From an optimization exercise on the open Yosys and OpenROAD flow, aimed at small area; shortcuts taken in it are not production practice.
The RTL was checked by simulation tests, not by an equivalence proof against the original design.
No activity file was given, so power comes from the tool's default toggle rates.

==> design.v <==
package regfile_pkg;
   typedef enum logic {
      INIT  = 1'b0,
      READY = 1'b1
   } state_e;
   localparam int unsigned REG_ZERO       = 0;
   localparam int unsigned MAX_DATA_WIDTH = 128;
   localparam int unsigned MAX_BE_WIDTH   = MAX_DATA_WIDTH / 8;
   function automatic logic [MAX_DATA_WIDTH-1:0] merge_bytes(
      input logic [MAX_DATA_WIDTH-1:0] old_data,
      input logic [MAX_DATA_WIDTH-1:0] data,
      input logic [MAX_BE_WIDTH-1:0]   be_n
   );
      logic [MAX_DATA_WIDTH-1:0] res;
      res = old_data;
      for (int i = 0; i < int'(MAX_BE_WIDTH); i++) begin
         if (!be_n[i]) res[i*8 +: 8] = data[i*8 +: 8];
      end
      merge_bytes = res;
   endfunction
endpackage
module regfile_scoreboard
#(
   parameter int unsigned ADDR_WIDTH = 5
) (
   input  logic                  clk,
   input  logic                  rst_n,
   input  logic                  i_en,
   input  logic                  i_set_valid,
   input  logic [ADDR_WIDTH-1:0] i_set_addr,
   input  logic                  i_clr_a_valid,
   input  logic [ADDR_WIDTH-1:0] i_clr_a_addr,
   input  logic                  i_clr_b_valid,
   input  logic [ADDR_WIDTH-1:0] i_clr_b_addr,
   input  logic [ADDR_WIDTH-1:0] i_rs_addr,
   input  logic [ADDR_WIDTH-1:0] i_rt_addr,
   output logic                  o_rs_busy,
   output logic                  o_rt_busy
);
   localparam int unsigned DEPTH = 2**ADDR_WIDTH;
   logic [DEPTH-1:0] r_busy;
   logic [DEPTH-1:0] w_busy_nxt;
   logic [DEPTH-1:0] w_set_vec;
   logic [DEPTH-1:0] w_clr_vec;
   always_comb begin
      w_set_vec = '0;
      w_clr_vec = '0;
      if (i_en && i_set_valid && (i_set_addr != ADDR_WIDTH'(regfile_pkg::REG_ZERO)))
         w_set_vec[i_set_addr] = 1'b1;
      if (i_clr_a_valid) w_clr_vec[i_clr_a_addr] = 1'b1;
      if (i_clr_b_valid) w_clr_vec[i_clr_b_addr] = 1'b1;
      w_busy_nxt = (r_busy & ~w_clr_vec) | w_set_vec;
   end
   always_ff @(posedge clk or negedge rst_n) begin
      if (!rst_n) r_busy <= '0;
      else        r_busy <= w_busy_nxt;
   end
   assign o_rs_busy = r_busy[i_rs_addr];
   assign o_rt_busy = r_busy[i_rt_addr];
endmodule
module regfile_mips_2w2r
#(
   parameter int unsigned DATA_WIDTH = 32,
   parameter int unsigned ADDR_WIDTH = 5,
   parameter int unsigned BE_WIDTH   = DATA_WIDTH / 8
) (
   input  logic                  clk,
   input  logic                  rst_n,
   input  logic [ADDR_WIDTH-1:0] Rs_addr,
   input  logic [ADDR_WIDTH-1:0] Rt_addr,
   output logic [DATA_WIDTH-1:0] Rs_out,
   output logic [DATA_WIDTH-1:0] Rt_out,
   input  logic [ADDR_WIDTH-1:0] Wa_addr,
   input  logic [DATA_WIDTH-1:0] Wa_in,
   input  logic [BE_WIDTH-1:0]   Wa_Byte_w_en,
   input  logic [ADDR_WIDTH-1:0] Wb_addr,
   input  logic [DATA_WIDTH-1:0] Wb_in,
   input  logic [BE_WIDTH-1:0]   Wb_Byte_w_en,
   input  logic                  Iss_valid,
   input  logic [ADDR_WIDTH-1:0] Iss_addr,
   output logic                  Rs_busy,
   output logic                  Rt_busy,
   output logic                  ready
);
   localparam int unsigned DEPTH = 2**ADDR_WIDTH;
   localparam logic [ADDR_WIDTH-1:0] LAST_ADDR = DEPTH - 1;
   localparam logic [ADDR_WIDTH-1:0] ZERO_ADDR = regfile_pkg::REG_ZERO;
   regfile_pkg::state_e                  r_state;
   regfile_pkg::state_e                  w_state_nxt;
   logic [ADDR_WIDTH-1:0]   r_init_cnt;
   logic [ADDR_WIDTH-1:0]   w_init_cnt_nxt;
   logic [DATA_WIDTH-1:0]   r_mem [0:DEPTH-1];
   logic                    w_ready;
   logic                    w_wa_en;
   logic                    w_wb_en;
   logic                    w_same_addr;
   logic [DATA_WIDTH-1:0]   w_old_a;
   logic [DATA_WIDTH-1:0]   w_old_b;
   logic [DATA_WIDTH-1:0]   w_merge_a;
   logic [DATA_WIDTH-1:0]   w_merge_b;
   logic [DATA_WIDTH-1:0]   w_merge_ab;
   logic [DATA_WIDTH-1:0]   w_rs_data;
   logic [DATA_WIDTH-1:0]   w_rt_data;
   logic                    w_rs_busy;
   logic                    w_rt_busy;
   always_ff @(posedge clk or negedge rst_n) begin
      if (!rst_n) begin
         r_state    <= regfile_pkg::INIT;
         r_init_cnt <= '0;
      end else begin
         r_state    <= w_state_nxt;
         r_init_cnt <= w_init_cnt_nxt;
      end
   end
   always_comb begin
      w_state_nxt    = r_state;
      w_init_cnt_nxt = r_init_cnt;
      case (r_state)
         regfile_pkg::INIT: begin
            w_init_cnt_nxt = r_init_cnt + 1'b1;
            if (r_init_cnt == LAST_ADDR) begin
               w_state_nxt    = regfile_pkg::READY;
               w_init_cnt_nxt = '0;
            end
         end
         regfile_pkg::READY:   w_state_nxt = regfile_pkg::READY;
         default: w_state_nxt = regfile_pkg::INIT;
      endcase
   end
   assign w_ready     = (r_state == regfile_pkg::READY);
   assign ready       = w_ready;
   assign w_wa_en     = w_ready && (Wa_addr != ZERO_ADDR) && (Wa_Byte_w_en != '1);
   assign w_wb_en     = w_ready && (Wb_addr != ZERO_ADDR) && (Wb_Byte_w_en != '1);
   assign w_same_addr = w_wa_en && w_wb_en && (Wa_addr == Wb_addr);
   assign w_old_a    = r_mem[Wa_addr];
   assign w_old_b    = r_mem[Wb_addr];
   assign w_merge_a  = DATA_WIDTH'(regfile_pkg::merge_bytes(regfile_pkg::MAX_DATA_WIDTH'(w_old_a),
                                               regfile_pkg::MAX_DATA_WIDTH'(Wa_in),
                                               regfile_pkg::MAX_BE_WIDTH'(Wa_Byte_w_en)));
   assign w_merge_b  = DATA_WIDTH'(regfile_pkg::merge_bytes(regfile_pkg::MAX_DATA_WIDTH'(w_old_b),
                                               regfile_pkg::MAX_DATA_WIDTH'(Wb_in),
                                               regfile_pkg::MAX_BE_WIDTH'(Wb_Byte_w_en)));
   assign w_merge_ab = DATA_WIDTH'(regfile_pkg::merge_bytes(regfile_pkg::MAX_DATA_WIDTH'(w_merge_a),
                                               regfile_pkg::MAX_DATA_WIDTH'(Wb_in),
                                               regfile_pkg::MAX_BE_WIDTH'(Wb_Byte_w_en)));
   always_ff @(posedge clk) begin
      if (!w_ready) begin
         r_mem[r_init_cnt] <= '0;
      end else begin
         if (w_wa_en && !w_same_addr) r_mem[Wa_addr] <= w_merge_a;
         if (w_wb_en)                 r_mem[Wb_addr] <= w_same_addr ? w_merge_ab : w_merge_b;
      end
   end
   always_comb begin
      w_rs_data = r_mem[Rs_addr];
      w_rt_data = r_mem[Rt_addr];
   end
   assign Rs_out = w_ready ? w_rs_data : '0;
   assign Rt_out = w_ready ? w_rt_data : '0;
   regfile_scoreboard #(
      .ADDR_WIDTH (ADDR_WIDTH)
   ) u_scoreboard (
      .clk           (clk),
      .rst_n         (rst_n),
      .i_en          (w_ready),
      .i_set_valid   (Iss_valid),
      .i_set_addr    (Iss_addr),
      .i_clr_a_valid (w_wa_en),
      .i_clr_a_addr  (Wa_addr),
      .i_clr_b_valid (w_wb_en),
      .i_clr_b_addr  (Wb_addr),
      .i_rs_addr     (Rs_addr),
      .i_rt_addr     (Rt_addr),
      .o_rs_busy     (w_rs_busy),
      .o_rt_busy     (w_rt_busy)
   );
   assign Rs_busy = w_ready & w_rs_busy;
   assign Rt_busy = w_ready & w_rt_busy;
endmodule
==> run.sh <==
#!/bin/bash
# synth_recipe.tcl (not shown) runs the flow's synth.tcl, then flattens the netlist and writes it again
# the make line also repeats each setting of config.mk as NAME=value (left out here)
make -C /OpenROAD-flow-scripts/flow DESIGN_CONFIG=/design/flow/config.mk WORK_HOME=/design/flow/orfs CLKGATE_MAP_FILE= SYNTH_SCRIPT=/design/flow/synth_recipe.tcl finish
==> config.mk <==
export PLATFORM = sky130hd
export DESIGN_NAME = regfile_mips_2w2r
export DESIGN_NICKNAME = regfile_mips_2w2r
export VERILOG_FILES = /design/flow/design.v
export SDC_FILE = /design/flow/constraint.sdc
export NUM_CORES = 4
export LEC_CHECK = 0
export CAP_MARGIN = 20
export CORE_MARGIN = 2
export CORE_UTILIZATION = 35
export PLACE_DENSITY_LB_ADDON = 0.1
export SLEW_MARGIN = 20
==> constraint.sdc <==
create_clock -name core_clock -period 5.5 [get_ports {clk}]
set_input_delay 1.1000 -clock core_clock [delete_from_list [all_inputs] [get_ports {clk}]]
set_output_delay 1.1000 -clock core_clock [all_outputs]
set_load 0.01 [all_outputs]
==> results.rst, run 1 <==
.. list-table::
   :header-rows: 1

   * - Metric
     - Value
   * - Status
     - complete, no violations
   * - Leakage power of the design
     - roughly 0.028 uW
   * - Worst EP required
     - roughly 4.4 ns
   * - Fmax
     - between 0.15 and 0.2 GHz
   * - Clock Path Buffers
     - 3
   * - Synthesis-to-finish area growth
     - 15.4%
   * - Sequential cell area
     - 31700 um2
   * - Yosys top cell by area
     - sky130_fd_sc_hd__edfxtp_1
   * - Vertical extent of the die
     - 455 um
   * - TritonCTS clock tree
     - done
   * - Mapped Area
     - around 71000 um2
   * - Crit start category
     - input pin
   * - Type of the setup path with the least slack
     - input pin to output pin
   * - Worst-case hold slack
     - between 0.4 and 0.5 ns
   * - Total half-perimeter wirelength after legalization and detailed placement
     - roughly 240000 um
   * - First-pass GRT wire length
     - 461000 um
   * - GRT Overall Usage
     - 0.320
   * - Min cycle time layout
     - between 5 and 6 ns
   * - Slack of the critical path
     - just over 0.4 ns
   * - Site Rows
     - between 150 and 200
   * - Cell depth of the worst flop-to-flop path
     - 8
   * - Max Fanout on Critical Path
     - 31
   * - I/O pin total
     - 167
   * - DIE AREA
     - between 200000 and 250000 um2
   * - Area occupied by multi-input gates
     - approximately 37000 um2
   * - Main synth FF type
     - sky130_fd_sc_hd__edfxtp_1
   * - Filler cells
     - 18800
   * - Placement-stage cell area
     - a little under 80000 um2
   * - Post-synthesis simple-gate area fraction
     - 0.0660
   * - Number of antenna violations at the first check in global routing
     - 14
   * - Worst min path class
     - input pin to asynchronous set/reset pin
   * - Count of buffers from port buffering
     - 166
   * - Post-CTS resize count
     - 0
   * - Detailed-router iteration count before antenna repair
     - 6
   * - Clock edge transition at the registers on the reported setup and hold paths
     - about 0.06 ns
   * - Synth Register Bits
     - 1062
   * - Number of DRC markers in iteration 0
     - roughly 8300
   * - Maximum number of pins on one net before global-route repair
     - 69
   * - Number of hold buffers added after cts
     - 0
   * - Proportion of synthesized chip area in sequential cells
     - 0.445
   * - Final cell count without fillers
     - roughly 8300
   * - Post-route design area
     - slightly above 80000 um2
   * - Clock Skews
     - roughly 0.031 ns
   * - Power per unit of standard cell area
     - between 200 and 300 nW/um2
   * - Grt total ovfl
     - 0
   * - Syn Inst Count
     - around 5300
   * - Top cells by area, synth
     - sky130_fd_sc_hd__edfxtp_1 (43%), sky130_fd_sc_hd__mux4_2 (28%), sky130_fd_sc_hd__o22ai_1 (5.1%), sky130_fd_sc_hd__mux2i_1 (4.4%), sky130_fd_sc_hd__nand2_1 (3.2%)
   * - Area fraction in compound gates after synthesis
     - 0.118
   * - Clock buffers created by TritonCTS
     - 134
   * - Arrival time at the worst endpoint
     - a little under 4 ns
   * - Asr flop ratio synth
     - 0.0358
   * - Routed vias/inst
     - about 7
   * - Synth Area in Adders
     - 0.00264
   * - Number of enable-type register cells in the synthesized netlist
     - a little over 1000
   * - Tightest Pin Transition
     - between 1 and 1.5 ns
   * - Clock latency at the later pin of the worst-skew pair
     - around 0.8 ns
   * - Largest family of logic cells by synthesized area
     - multiplexers
   * - Final count of hold timing violations
     - 0
   * - DRC violations left
     - 0
   * - Core area
     - about 200000 um2
   * - Via count of the first global-routing pass
     - ~55000
   * - Clk sink count
     - about 1100
   * - Cell count after placement
     - 8017
   * - Critical Path Sink Type
     - output pin
   * - Root buffer cell
     - sky130_fd_sc_hd__clkbuf_16
   * - Antenna Nets Post-Route
     - 0
   * - Mux contribution to synthesized area
     - 0.330
   * - Unique masters post-synth
     - between 80 and 90
   * - Setup repair after global routing missed its margin
     - false
   * - Horiz. Die Dim
     - ~460 um
   * - Setup fix buffers added after clock tree synthesis
     - 0
   * - Post-detailed-route wirelength per cell
     - around 41 um
   * - Max-slew headroom
     - 0.190
   * - Largest voltage drop on the vdd net
     - about 300 uV
   * - Syn_area_per_cell
     - around 13 um2
   * - Total routed wirelength
     - around 340000 um
   * - Number of vias in the routed layout
     - approximately 57000
   * - Initial Util
     - 0.352
   * - Share of the synthesized area in the top cell type
     - 0.432
   * - Placer's final routability congestion estimate
     - roughly 0.96
   * - Share of the synthesized netlist area taken by xor and xnor gates
     - 0.00195
   * - Setup violation total in the final timing report
     - 0
   * - Post-Place Worst Slack
     - around 0.15 ns
   * - Total number of yosys warnings
     - 2
   * - Layout cell share with drive strength beyond 1
     - 0.296
   * - Final worst path period share
     - 0.924
   * - Mapped Nets
     - approximately 5400
   * - Setup TNS
     - 0 ns
   * - Depth of the CTS H-tree
     - 4
   * - MaxCap Viol Count
     - 0
   * - Final Slew Violations
     - 0
   * - # nets final
     - 5596
[registers in the layout, summed over array words and instances, names as in the netlist]
register / count
r_init_cnt: 5
r_mem: 1024
u_scoreboard.r_busy: 32
r_state: 1
[critical path, stage by stage]
cell and delay, ns:
sky130_fd_sc_hd__buf_8 0.18, sky130_fd_sc_hd__buf_12 0.31, sky130_fd_sc_hd__buf_4 0.40, sky130_fd_sc_hd__mux4_2 0.59, sky130_fd_sc_hd__mux4_2 0.49, sky130_fd_sc_hd__mux2i_1 0.25
sky130_fd_sc_hd__nor2b_1 0.09, sky130_fd_sc_hd__clkdlybuf4s50_1 0.48
[path summary, 6_finish.rpt]
check                                        startpoint                 endpoint  slack, ns
max in group asynchronous                         rst_n                  r_state       4.26
min in group core_clock         u_scoreboard.r_busy[10]  u_scoreboard.r_busy[10]       0.52
worst max-delay path                         Rs_addr[0]               Rs_out[14]       0.42
worst min register to register  u_scoreboard.r_busy[10]  u_scoreboard.r_busy[10]       0.52
worst min-delay path                              rst_n  u_scoreboard.r_busy[28]       0.48
worst max register to register                  r_state            r_mem[19][30]       1.67
[power breakdown]
part           switching [uW]  internal (uW)  total, uW
sequential                172           9330       9500
combinational            2850           1900       4750
clock                    3810           5050       8860
total                    6830          16300      23100
[cells by family after synthesis]
group                      count (synthesis)
buffers and inverters                    575
and+or+nand+nor                         1080
xor gates and xnor gates                  15
AOI/OAI and AO/OA                       1305
DFF                                     1062
adders and majority gates                 15
muxes                                   1226
[synthesized netlist by cell type, types with 6 or more instances]
cell,n
sky130_fd_sc_hd__a21oi_1,121
sky130_fd_sc_hd__mux2_2,24
sky130_fd_sc_hd__buf_2,94
sky130_fd_sc_hd__o221ai_1,14
sky130_fd_sc_hd__a31o_2,7
sky130_fd_sc_hd__o211ai_1,9
sky130_fd_sc_hd__nor2_1,188
sky130_fd_sc_hd__buf_1,82
sky130_fd_sc_hd__buf_4,27
sky130_fd_sc_hd__nor3_1,18
sky130_fd_sc_hd__a21o_1,9
sky130_fd_sc_hd__a311oi_1,6
sky130_fd_sc_hd__o22ai_1,586
sky130_fd_sc_hd__nand4_1,8
sky130_fd_sc_hd__nor2b_1,101
sky130_fd_sc_hd__nand3b_1,8
sky130_fd_sc_hd__clkbuf_1,331
sky130_fd_sc_hd__a32oi_1,10
sky130_fd_sc_hd__nand2_1,605
sky130_fd_sc_hd__a22o_1,35
sky130_fd_sc_hd__nand2b_1,13
sky130_fd_sc_hd__o2bb2ai_1,84
sky130_fd_sc_hd__dfrtp_1,38
sky130_fd_sc_hd__inv_1,12
sky130_fd_sc_hd__o21ai_1,52
sky130_fd_sc_hd__buf_6,18
sky130_fd_sc_hd__mux4_2,888
sky130_fd_sc_hd__and3_1,7
sky130_fd_sc_hd__a22oi_1,50
sky130_fd_sc_hd__xnor2_1,11
sky130_fd_sc_hd__and2_1,13
sky130_fd_sc_hd__ha_1,15
sky130_fd_sc_hd__edfxtp_1,1024
sky130_fd_sc_hd__o21ai_0,251
sky130_fd_sc_hd__mux2i_1,310
sky130_fd_sc_hd__nand3_1,91
[through the flow]
step	power (uW)	utilization
final	23100	0.406
after global routing	23700	0.406
after CTS	23100	0.406
after detailed placement	14300	0.385
after global placement	14300	0.385
after floorplan	12400	-
[layer usage]
| metal | vias to the layer above | part of all wire | track usage | wire length (um) |
|---|---|---|---|---|
| met2 | 4078 | 0.46 | 0.500 | 155000 |
| met5 | - | 0.00024 | 0 | 80 |
| li1 | 22500 | - | - | - |
| met3 | 811 | 0.10 | 0.0773 | 35300 |
| met4 | 14 | 0.061 | 0.167 | 20400 |
| met1 | 30000 | 0.37 | 0.414 | 125000 |
[cells in the final DEF, fill, tap and decap left out, types with 97 or more instances in the layout]
cell type                            n
sky130_fd_sc_hd__edfxtp_1         1024
sky130_fd_sc_hd__mux4_2            888
sky130_fd_sc_hd__nand2_1           604
sky130_fd_sc_hd__o22ai_1           584
sky130_fd_sc_hd__buf_4             412
sky130_fd_sc_hd__mux2i_1           310
sky130_fd_sc_hd__o21ai_0           242
sky130_fd_sc_hd__nor2_1            180
sky130_fd_sc_hd__clkdlybuf4s50_1   150
sky130_fd_sc_hd__clkbuf_16         136
sky130_fd_sc_hd__a21oi_1           117
sky130_fd_sc_hd__nor2b_1            97
[layout make-up]
class | count | area share
timing repair buffer | 626 | 0.0703
clock inverter | 77 | 0.00887
multi-input combinational | 3641 | 0.451
clock buffer | 158 | 0.0424
inverter | 16 | 0.000730
antenna | 8 | 0.000243
sequential | 1062 | 0.386
tap | 2672 | 0.0407
==> run 2: changes to the inputs <==
==> design.v (replaced) <==
package regfile_pkg;
   localparam int unsigned REG_ZERO = 0;
endpackage
module regfile_scoreboard
#(
   parameter int unsigned ADDR_WIDTH = 5
) (
   input  logic                  clk,
   input  logic                  i_en,
   input  logic                  i_set_valid,
   input  logic [ADDR_WIDTH-1:0] i_set_addr,
   input  logic [2**ADDR_WIDTH-1:1] i_clr_vec,
   output logic [2**ADDR_WIDTH-1:1] o_busy
);
   localparam int unsigned DEPTH = 2**ADDR_WIDTH;
   logic [DEPTH-1:1] r_busy;
   always_ff @(posedge clk) begin
      for (int r = 1; r < DEPTH; r++)
         r_busy[r] <= i_en & ((i_set_valid & (i_set_addr == ADDR_WIDTH'(r))) |
                              (r_busy[r] & ~i_clr_vec[r]));
   end
   assign o_busy = r_busy;
endmodule
module regfile_mips_2w2r
#(
   parameter int unsigned DATA_WIDTH = 32,
   parameter int unsigned ADDR_WIDTH = 5,
   parameter int unsigned BE_WIDTH   = DATA_WIDTH / 8
) (
   input  logic                  clk,
   input  logic                  rst_n,
   input  logic [ADDR_WIDTH-1:0] Rs_addr,
   input  logic [ADDR_WIDTH-1:0] Rt_addr,
   output logic [DATA_WIDTH-1:0] Rs_out,
   output logic [DATA_WIDTH-1:0] Rt_out,
   input  logic [ADDR_WIDTH-1:0] Wa_addr,
   input  logic [DATA_WIDTH-1:0] Wa_in,
   input  logic [BE_WIDTH-1:0]   Wa_Byte_w_en,
   input  logic [ADDR_WIDTH-1:0] Wb_addr,
   input  logic [DATA_WIDTH-1:0] Wb_in,
   input  logic [BE_WIDTH-1:0]   Wb_Byte_w_en,
   input  logic                  Iss_valid,
   input  logic [ADDR_WIDTH-1:0] Iss_addr,
   output logic                  Rs_busy,
   output logic                  Rt_busy,
   output logic                  ready
);
   localparam int unsigned DEPTH = 2**ADDR_WIDTH;
   logic                    r_ready;
   logic [ADDR_WIDTH-1:0]   r_init_cnt;
   logic [DATA_WIDTH-1:0]   r_mem [1:DEPTH-1];
   logic [DEPTH-1:1]        w_busy;
   logic [DEPTH-1:1]        w_clr_vec;
   logic [DATA_WIDTH-1:0]   w_wb_data;
   always_ff @(posedge clk or negedge rst_n) begin
      if (!rst_n) begin
         r_ready    <= 1'b0;
         r_init_cnt <= '0;
      end else if (!r_ready) begin
         r_init_cnt <= r_init_cnt + 1'b1;
         if (&r_init_cnt) r_ready <= 1'b1;
      end
   end
   assign ready = r_ready;
   assign w_wb_data = Wb_in & {DATA_WIDTH{r_ready}};
   for (genvar r = 1; r < DEPTH; r++) begin : g_row
      logic wa_row, wb_row;
      assign wa_row = (Wa_addr == ADDR_WIDTH'(r));
      assign wb_row = (Wb_addr == ADDR_WIDTH'(r));
      assign w_clr_vec[r] = (wa_row & ~&Wa_Byte_w_en) | (wb_row & ~&Wb_Byte_w_en);
      for (genvar i = 0; i < BE_WIDTH; i++) begin : g_byte
         logic wa, wb, sel_a, hold;
         assign wa    = wa_row & ~Wa_Byte_w_en[i];
         assign wb    = ~r_ready | (wb_row & ~Wb_Byte_w_en[i]);
         assign sel_a = wa & ~wb;
         assign hold  = ~(wa | wb);
         always_ff @(posedge clk)
            r_mem[r][i*8 +: 8] <= ({8{hold}}  & r_mem[r][i*8 +: 8]) |
                                  ({8{sel_a}} & Wa_in[i*8 +: 8]) |
                                  ({8{wb}}    & w_wb_data[i*8 +: 8]);
      end
   end
   regfile_scoreboard #(
      .ADDR_WIDTH (ADDR_WIDTH)
   ) u_scoreboard (
      .clk         (clk),
      .i_en        (r_ready),
      .i_set_valid (Iss_valid),
      .i_set_addr  (Iss_addr),
      .i_clr_vec   (w_clr_vec),
      .o_busy      (w_busy)
   );
   always_comb begin
      Rs_out  = '0;
      Rt_out  = '0;
      Rs_busy = 1'b0;
      Rt_busy = 1'b0;
      for (int r = 1; r < DEPTH; r++) begin
         if (r_ready && Rs_addr == ADDR_WIDTH'(r)) begin
            Rs_out  = Rs_out  | r_mem[r];
            Rs_busy = Rs_busy | w_busy[r];
         end
         if (r_ready && Rt_addr == ADDR_WIDTH'(r)) begin
            Rt_out  = Rt_out  | r_mem[r];
            Rt_busy = Rt_busy | w_busy[r];
         end
      end
   end
endmodule
==> results.rst, run 2 <==
.. list-table::
   :header-rows: 1

   * - Metric
     - Value
   * - Number of antenna violations at the first check in global routing
     - 56
   * - Setup TNS
     - -1.22 ns
   * - Cell breakdown of the critical path
     - nand4b_2 -> nor2_4 -> buf_12 -> a22oi_1 -> o211ai_1 -> or4_1 -> clkdlybuf4s50_1
   * - Worst stage delay on the critical path
     - approximately 0.94 ns
   * - Number of vias in the routed layout
     - 65900
   * - Total routed wirelength
     - 443000 um
   * - Part of the power in registers
     - 0.479
   * - Sum of buffers and inverters on the critical path
     - 2
   * - Set of violated layout checks
     - negative setup slack
   * - Maximum number of pins on one net before global-route repair
     - ~120
   * - Worst EP required
     - ~4.4 ns
   * - TritonCTS clock tree
     - done
   * - Synthesis-to-finish area growth
     - 21.3%
   * - Largest register FFs
     - 992
   * - Mapped Area
     - 54500 um2
   * - Register with the most flip-flops
     - r_mem
   * - Routing usage on met1
     - 0.662
   * - Leading cell type in the layout, fill and taps excluded
     - sky130_fd_sc_hd__nor2_1
   * - Global-route track usage on met2
     - 0.711
   * - Clk network pwr share
     - 0.359
   * - Worst min path class
     - register to register
   * - Largest voltage drop on the vdd net
     - between 200 and 300 uV
   * - Total number of yosys warnings
     - 3
   * - Min cycle time layout
     - approximately 5.8 ns
   * - Grt total ovfl
     - 0
   * - Share of the synthesized netlist area taken by xor and xnor gates
     - 0.000482
   * - Clk sink count
     - 1029
   * - Sw Ratio
     - 0.347
   * - Final worst path period share
     - 1.05
   * - Cell depth of the worst flop-to-flop path
     - 4
   * - Post-Place Worst Slack
     - -0.417 ns
   * - Arrival time at the worst endpoint
     - 4.69 ns
   * - Slowest library cell on the worst path
     - sky130_fd_sc_hd__nor2_4
   * - Leading cell types in the layout, fill and taps excluded
     - sky130_fd_sc_hd__nor2_1 (1025), sky130_fd_sc_hd__dfxtp_1 (1023), sky130_fd_sc_hd__a221o_1 (992)
   * - Site Rows
     - about 140
   * - Horiz. Die Dim
     - about 400 um
   * - Power after layout
     - about 23000 uW
   * - Crit start category
     - register
   * - Syn_area_per_cell
     - about 9.0 um2
   * - First-pass GRT wire length
     - 572000 um
   * - Fmax
     - 0.173 GHz
   * - Met3 track demand over resource
     - 0.251
   * - Largest family of logic cells by synthesized area
     - compound AO/OA/AOI/OAI gates
   * - DIE AREA
     - roughly 160000 um2
   * - Leakage power of the design
     - 0.0261 uW
   * - Share of the synthesized area in the top cell type
     - 0.376
   * - Depth of the CTS H-tree
     - 3
   * - Antenna Nets Post-Route
     - 0
   * - CP delay by family, top
     - simple AND/OR/NAND/NOR gates
   * - Initial Util
     - 0.353
   * - Setup violation total in the final timing report
     - 27
   * - List of most frequent post-synthesis cells
     - sky130_fd_sc_hd__nor2_1 (1071), sky130_fd_sc_hd__dfxtp_1 (1023), sky130_fd_sc_hd__a221o_1 (992), sky130_fd_sc_hd__a22oi_1 (632), sky130_fd_sc_hd__clkbuf_1 (528)
   * - MaxCap Viol Count
     - 0
   * - Number of DRC markers in iteration 0
     - around 13000
   * - DRC violations left
     - 0
   * - Final Slew Violations
     - 0
   * - Post-synthesis simple-gate area fraction
     - 0.205
   * - Yosys top cell by area
     - sky130_fd_sc_hd__dfxtp_1
   * - Placement-stage cell area
     - roughly 60000 um2
   * - Top cells by area, synth
     - sky130_fd_sc_hd__dfxtp_1 (38%), sky130_fd_sc_hd__a221o_1 (18%), sky130_fd_sc_hd__a22oi_1 (8.7%), sky130_fd_sc_hd__nor2_1 (7.4%), sky130_fd_sc_hd__clkbuf_1 (3.6%)
   * - Main synth FF type
     - sky130_fd_sc_hd__dfxtp_1
   * - # nets final
     - between 6000 and 7000
   * - Core area
     - 154000 um2
   * - Int Power
     - approximately 15000 uW
   * - Clock buffers created by TritonCTS
     - roughly 120
   * - Layout cell share with drive strength beyond 1
     - 0.185
   * - Asr flop ratio synth
     - 0.00583
   * - Synth Area in Adders
     - 0.000459
   * - Crit path depth
     - 7
   * - Type of the setup path with the least slack
     - register to output pin
   * - Clock Skews
     - 0.0357 ns
   * - Area fraction in compound gates after synthesis
     - 0.341
   * - Clock latency at the later pin of the worst-skew pair
     - roughly 0.82 ns
   * - Max Fanout on Critical Path
     - 25
   * - Unique masters post-synth
     - about 70
   * - Synth Register Bits
     - approximately 1000
   * - Proportion of synthesized chip area in sequential cells
     - 0.379
   * - Crit path from
     - r_ready
   * - Syn Inst Count
     - 6052
   * - Slack of the worst reg-to-reg path
     - ~1.8 ns
   * - Max-slew headroom
     - 0.0935
   * - Critical Path Sink Type
     - output pin
   * - Setup repair after global routing missed its margin
     - true
   * - Mapped Nets
     - between 6000 and 7000
   * - Routed vias/inst
     - roughly 8
   * - Slack of the critical path
     - -0.287 ns
   * - Most frequently used cell type in the post-synthesis netlist
     - sky130_fd_sc_hd__nor2_1
   * - Mux contribution to synthesized area
     - 0.0274
   * - GRT Overall Usage
     - 0.534
   * - Proportion of power drawn by combinational gates
     - 0.162
   * - Placer's final routability congestion estimate
     - 1.09
   * - Root buffer cell
     - sky130_fd_sc_hd__clkbuf_16
   * - Total half-perimeter wirelength after legalization and detailed placement
     - between 300000 and 400000 um
   * - I/O pin total
     - about 170
   * - Launch point of the worst reg-to-reg path
     - r_ready
   * - Number of enable-type register cells in the synthesized netlist
     - 0
   * - Top flop regs
     - r_mem x992, u_scoreboard.r_busy x31, r_init_cnt x5
   * - Clock edge transition at the registers on the reported setup and hold paths
     - approximately 0.060 ns
   * - Final count of hold timing violations
     - 0
   * - Vertical extent of the die
     - roughly 400 um
   * - Util after Layout
     - 0.428
   * - Reg2Reg Capture Point
     - r_mem[1][18]
   * - Power per unit of standard cell area
     - ~340 nW/um2
   * - Detailed-router iteration count before antenna repair
     - 8
   * - Tightest Pin Transition
     - roughly 1.4 ns
   * - Post-route design area
     - about 66000 um2
   * - Worst setup path endpoint
     - Rt_out[19]
   * - Count of buffers from port buffering
     - 166
   * - Switch Pwr
     - 7830 uW
   * - Via count of the first global-routing pass
     - slightly below 60000
   * - Gr busiest metal
     - met2
   * - Post-detailed-route wirelength per cell
     - between 50 and 60 um
   * - Clock Path Buffers
     - 3
   * - Status
     - finished with violations
[run 2: layout make-up]
cell class              count  area (um2)
clock buffers             154        3290
flip-flops and latches   1029       20600
diodes                     72         180
repair buffers            720        7030
inverters                   2        7.51
clock inverters            49         505
well taps                2044        2560
fillers                 15100       88300
multi-input cells        4376       31900
[run 2: repair_timing]
| action | CTS | global route |
|---|---|---|
| pin swaps | 7 | 6 |
| endpoints found under the setup margin | 22 | 30 |
| hold buffers | 0 | 0 |
| buffers inserted | 21 | 13 |
| hold endpoints to repair | 0 | 0 |
| resized for setup | 17 | 32 |
[run 2: worst min-delay path by stage]
| stage | start | to | cells after the start |
|---|---|---|---|
| 6_report | r_init_cnt[3] | r_init_cnt[3] | 1 |
| 4_1_cts | r_init_cnt[3] | r_init_cnt[3] | 1 |
| 5_1_grt | r_init_cnt[3] | r_init_cnt[3] | 1 |
| 3_3_place_gp | r_init_cnt[3] | r_init_cnt[3] | 1 |
| 2_1_floorplan | r_init_cnt[3] | r_init_cnt[3] | 1 |
| 3_5_place_dp | r_init_cnt[3] | r_init_cnt[3] | 1 |
[run 2: metal layers]
layer,up-vias,part of all wire
li1,24700,-
met1,32800,0.38
met2,6620,0.38
met3,1731,0.15
met4,49,0.088
met5,-,0.0032
[run 2: stage by stage]
stage / hold slack [ns] / instances
finish: 0.485 / 8446
global route: 0.491 / 8392
CTS: 0.476 / 8360
detailed placement: 0.463 / 8136
global placement: 0.458 / 8133
floorplan: 0.439 / 6052
[run 2: cells by family after synthesis]
family          after synthesis
xor+xnor                      3
flops                      1029
mux                         142
buf+inv                     647
compound gates             2081
fa+ha+maj                     2
simple gates               2148
[run 2: power by group through the flow]
stage	clock [uW]	sequential (uW)	combinational, uW
2_1_floorplan	0	9360	2020
3_3_place_gp	0	10700	3420
3_5_place_dp	0	10700	3460
4_1_cts	8070	10500	3480
5_1_grt	8330	10700	3710
6_report	8100	10800	3660

port drivers added, routing unchanged:
Ports are ideal in the flow. The routed layouts listed here were re-timed in OpenROAD.
Step 1 (the two cells are an assumption about what drives the block):
set clk [get_ports {clk}]
set_driving_cell -lib_cell sky130_fd_sc_hd__clkbuf_16 $clk
set_driving_cell -lib_cell sky130_fd_sc_hd__buf_2 [delete_from_list [all_inputs] $clk]
Step 2 also shifts input and output timing later by t, the mid clock arrival at the registers, as if the neighbouring blocks saw the same clock.
a / b / c = ideal ports / drivers / drivers and shift; a / b = the first two.
run	t (ns)	setup WS [ns]	worst hold slack (ns)	slew at the worst register clock pin (ns)
run 1	0.879	0.416 / 0.362 / 0.063	0.478 / 0.414 / 0.522	0.07 / 0.07
run 2	0.877	-0.287 / -0.374 / -0.345	0.485 / 0.485 / 0.485	0.08 / 0.08
The setup slack of run 1, which loses most, moves by -0.054 ns with the drivers and by -0.353 ns with both steps.
